This is an optimization exercise on Yosys and OpenROAD, whose aim is small area, a short achievable clock period and few clock cycles, not a production implementation. Function was checked by simulation only, so behaviour that the tests miss may differ from the original. No activity file was given, so power comes from the tool's default toggle rates.

==> module imem_ram, before the edit <==
module imem_ram #(
  parameter int DEPTH = 256,
  parameter int AW    = 8
) (
  input  logic          clk,
  input  logic          reset,
  input  logic          i_we,       
  input  logic [AW-1:0] i_waddr,
  input  logic [15:0]   i_wdata,
  input  logic [AW-1:0] i_raddr,
  input  logic          i_hold,     
  output logic [15:0]   o_rdata,
  output logic [3:0]    o_free
);
  localparam int NR = DEPTH / 8;    
  logic [2:0]            r_ph;
  logic [7:0][NR*16-1:0] r_q;
  logic [3:0]            r_ev;
  logic [3:0][5:0]       r_ea;      
  logic [3:0][15:0]      r_ed;
  logic [3:0][2:0]       r_age;     
  logic [3:0]            w_go;      
  logic [NR-1:0]         w_ins;
  always_ff @(posedge clk) begin
    r_ph <= r_ph + 3'd1;
  end
  for (genvar e = 0; e < 4; e++) begin : g_ent
    logic w_take;
    assign w_take  = i_we & (i_waddr[1:0] == 2'(e));
    assign w_go[e] = r_ev[e] & (r_ea[e][2:0] == 3'(r_ph + 3'd1));
    assign o_free[e] = (r_age[e] >= 3'd6);
    always_ff @(posedge clk) begin
      if (w_take) begin
        r_ev[e]  <= 1'b1;
        r_ea[e]  <= i_waddr[AW-1:2];
        r_ed[e]  <= i_wdata;
      end else if (w_go[e]) begin
        r_ev[e]  <= 1'b0;
      end
    end
    always_ff @(posedge clk or posedge reset) begin
      if (reset)                 r_age[e] <= 3'd2;
      else if (w_take)           r_age[e] <= 3'd0;
      else if (r_age[e] != 3'd7) r_age[e] <= r_age[e] + 3'd1;
    end
  end
  for (genvar j = 0; j < NR; j++) begin : g_ring
    logic [15:0] w_in0;      
    logic        w_keep;
    assign w_ins[j] = w_go[j % 4] & (r_ea[j % 4][5:3] == 3'(j / 4));
    assign w_keep   = ~w_ins[j];
    for (genvar b = 0; b < 16; b++) begin : g_in
      imem_ao22 u_in (.i_a1(w_ins[j]), .i_a2(r_ed[j % 4][b]), .i_b1(w_keep), .i_b2(r_q[7][j*16 + b]),
                      .o_y(w_in0[b]));
    end
    always_ff @(posedge clk) begin
      r_q[0][j*16 +: 16] <= w_in0;
      for (int q = 1; q < 8; q++) r_q[q][j*16 +: 16] <= r_q[q-1][j*16 +: 16];
    end
  end
  logic [NR-1:0] w_rsel;
  logic [7:0]    w_psel;
  logic [3:0]    w_esel;
  logic [3:0]    w_ehit;
  logic          w_hit;
  logic [15:0]   w_bval;
  logic          w_selr;    
  logic [15:0]   w_selb;    
  always_comb begin
    for (int j = 0; j < NR; j++)
      w_rsel[j] = ({i_raddr[AW-1:5], i_raddr[1:0]} == 5'(j));
    for (int q = 0; q < 8; q++)
      w_psel[q] = (i_raddr[4:2] == 3'(r_ph - 3'(q)));
    for (int e = 0; e < 4; e++) begin
      w_esel[e] = (i_raddr[1:0] == 2'(e));
      w_ehit[e] = w_esel[e] & r_ev[e] & (r_ea[e] == i_raddr[AW-1:2]);
    end
    w_hit  = |w_ehit;
    w_bval = '0;
    for (int e = 0; e < 4; e++) w_bval = w_bval | ({16{w_esel[e]}} & r_ed[e]);
    w_bval = i_hold ? imem_loader_pkg::HALT_INSTR : w_bval;
    w_selr = ~(w_hit | i_hold);
    w_selb = {16{w_hit | i_hold}} & w_bval;
  end
  for (genvar b = 0; b < 16; b++) begin : g_rbit
    logic [31:0]     w_l2;      
    logic [3:0]      w_l4;
    for (genvar q = 0; q < 8; q++) begin : g_place
      for (genvar m = 0; m < 4; m++) begin : g_l2
        logic [7:0] w_d;
        for (genvar k = 0; k < 8; k++) begin : g_k
          assign w_d[k] = r_q[q][(8*m+k)*16 + b];
        end
        imem_ao8 u_l2 (.i_sel(w_rsel[8*m +: 8]), .i_d(w_d), .o_y(w_l2[4*q+m]));
      end
    end
    for (genvar m = 0; m < 4; m++) begin : g_l4
      imem_ao8 u_l4 (
        .i_sel ({{4{w_psel[2*m+1]}}, {4{w_psel[2*m]}}}),
        .i_d   (w_l2[8*m +: 8]),
        .o_y   (w_l4[m]));
    end
    logic [1:0] w_l5n;
    imem_nor2   u_l5a (.i_a(w_l4[0]), .i_b(w_l4[1]), .o_y(w_l5n[0]));
    imem_nor2   u_l5b (.i_a(w_l4[2]), .i_b(w_l4[3]), .o_y(w_l5n[1]));
    imem_rd_out u_out (.i_l5n(w_l5n), .i_sn(w_selr), .i_sb(w_selb[b]), .o_y(o_rdata[b]));
  end
endmodule
==> module imem_ao22, before the edit <==
module imem_ao22 (
  input  logic i_a1, i_a2, i_b1, i_b2,
  output logic o_y
);
  assign o_y = (i_a1 & i_a2) | (i_b1 & i_b2);
endmodule
Settings: LEC_CHECK=0, CAP_MARGIN=20, CORE_MARGIN=2, CORE_UTILIZATION=63, CTS_CLUSTER_DIAMETER=85, CTS_CLUSTER_SIZE=25, PLACE_DENSITY=0.7, SETUP_SLACK_MARGIN=4, SLEW_MARGIN=20, SYNTH_HIERARCHICAL=1, SYNTH_MEMORY_MAX_BITS=8192, SYNTH_MINIMUM_KEEP_SIZE=0; clock period 10.0 ns.
run.sh (not shown) runs the stock make flow with config.mk's settings and CLKGATE_MAP_FILE= SYNTH_SCRIPT=/design/flow/synth_recipe.tcl, a recipe that flattens the netlist after the stock synthesis.
Testbench counts at the start, summed over its fixed seeds: cycles 13,203.
Rerun with:
--- a/flow/design.v
+++ b/flow/design.v
@@ -58,16 +58,9 @@
     end
   end
   for (genvar j = 0; j < NR; j++) begin : g_ring
-    logic [15:0] w_in0;      
-    logic        w_keep;
     assign w_ins[j] = w_go[j % 4] & (r_ea[j % 4][5:3] == 3'(j / 4));
-    assign w_keep   = ~w_ins[j];
-    for (genvar b = 0; b < 16; b++) begin : g_in
-      imem_ao22 u_in (.i_a1(w_ins[j]), .i_a2(r_ed[j % 4][b]), .i_b1(w_keep), .i_b2(r_q[7][j*16 + b]),
-                      .o_y(w_in0[b]));
-    end
     always_ff @(posedge clk) begin
-      r_q[0][j*16 +: 16] <= w_in0;
+      r_q[0][j*16 +: 16] <= w_ins[j] ? r_ed[j % 4] : r_q[7][j*16 +: 16];
       for (int q = 1; q < 8; q++) r_q[q][j*16 +: 16] <= r_q[q-1][j*16 +: 16];
     end
   end
@@ -127,14 +120,6 @@
   output logic       o_y
 );
   assign o_y = |(i_sel & i_d);
-endmodule
-`default_nettype wire
-`default_nettype none
-module imem_ao22 (
-  input  logic i_a1, i_a2, i_b1, i_b2,
-  output logic o_y
-);
-  assign o_y = (i_a1 & i_a2) | (i_b1 & i_b2);
 endmodule
 `default_nettype wire
 `default_nettype none
Synthesized cell count stays flat.
Die area rises by about 1%.
Routed wire length falls by 4.5%.
Cell area rises by about 0.4%.
Clock skew falls by 0.0072 ns.
Power stays flat.
Testbench counts after the change, summed over its fixed seeds: cycles 13,203.

==> afterwards: timing with drivers on the ports <==
Ports are ideal in the flow. The routed layouts listed here were re-timed in OpenROAD. Step 1: set_driving_cell puts a clkbuf_16 on clk and a buf_2 on each other input, an assumption about the parent block. Step 2 moves the port delays by t, midway between the first and last clock arrival at a register: inputs arrive t later, outputs are due t later. That takes back most of the time a late clock gives input paths. a / b / c = ideal ports / drivers / drivers and shift; a / b = the first two.
run	t (ns)	setup slack, ns	worst setup path at the end
the first run	0.988	3.302 / 3.125 / 3.125	input to output
the second run	0.972	3.489 / 3.260 / 3.260	input to output
After both steps setup and hold are still met in every run listed. The setup slack of the second run, which loses most, moves by -0.229 ns with the drivers and by -0.229 ns with both steps.
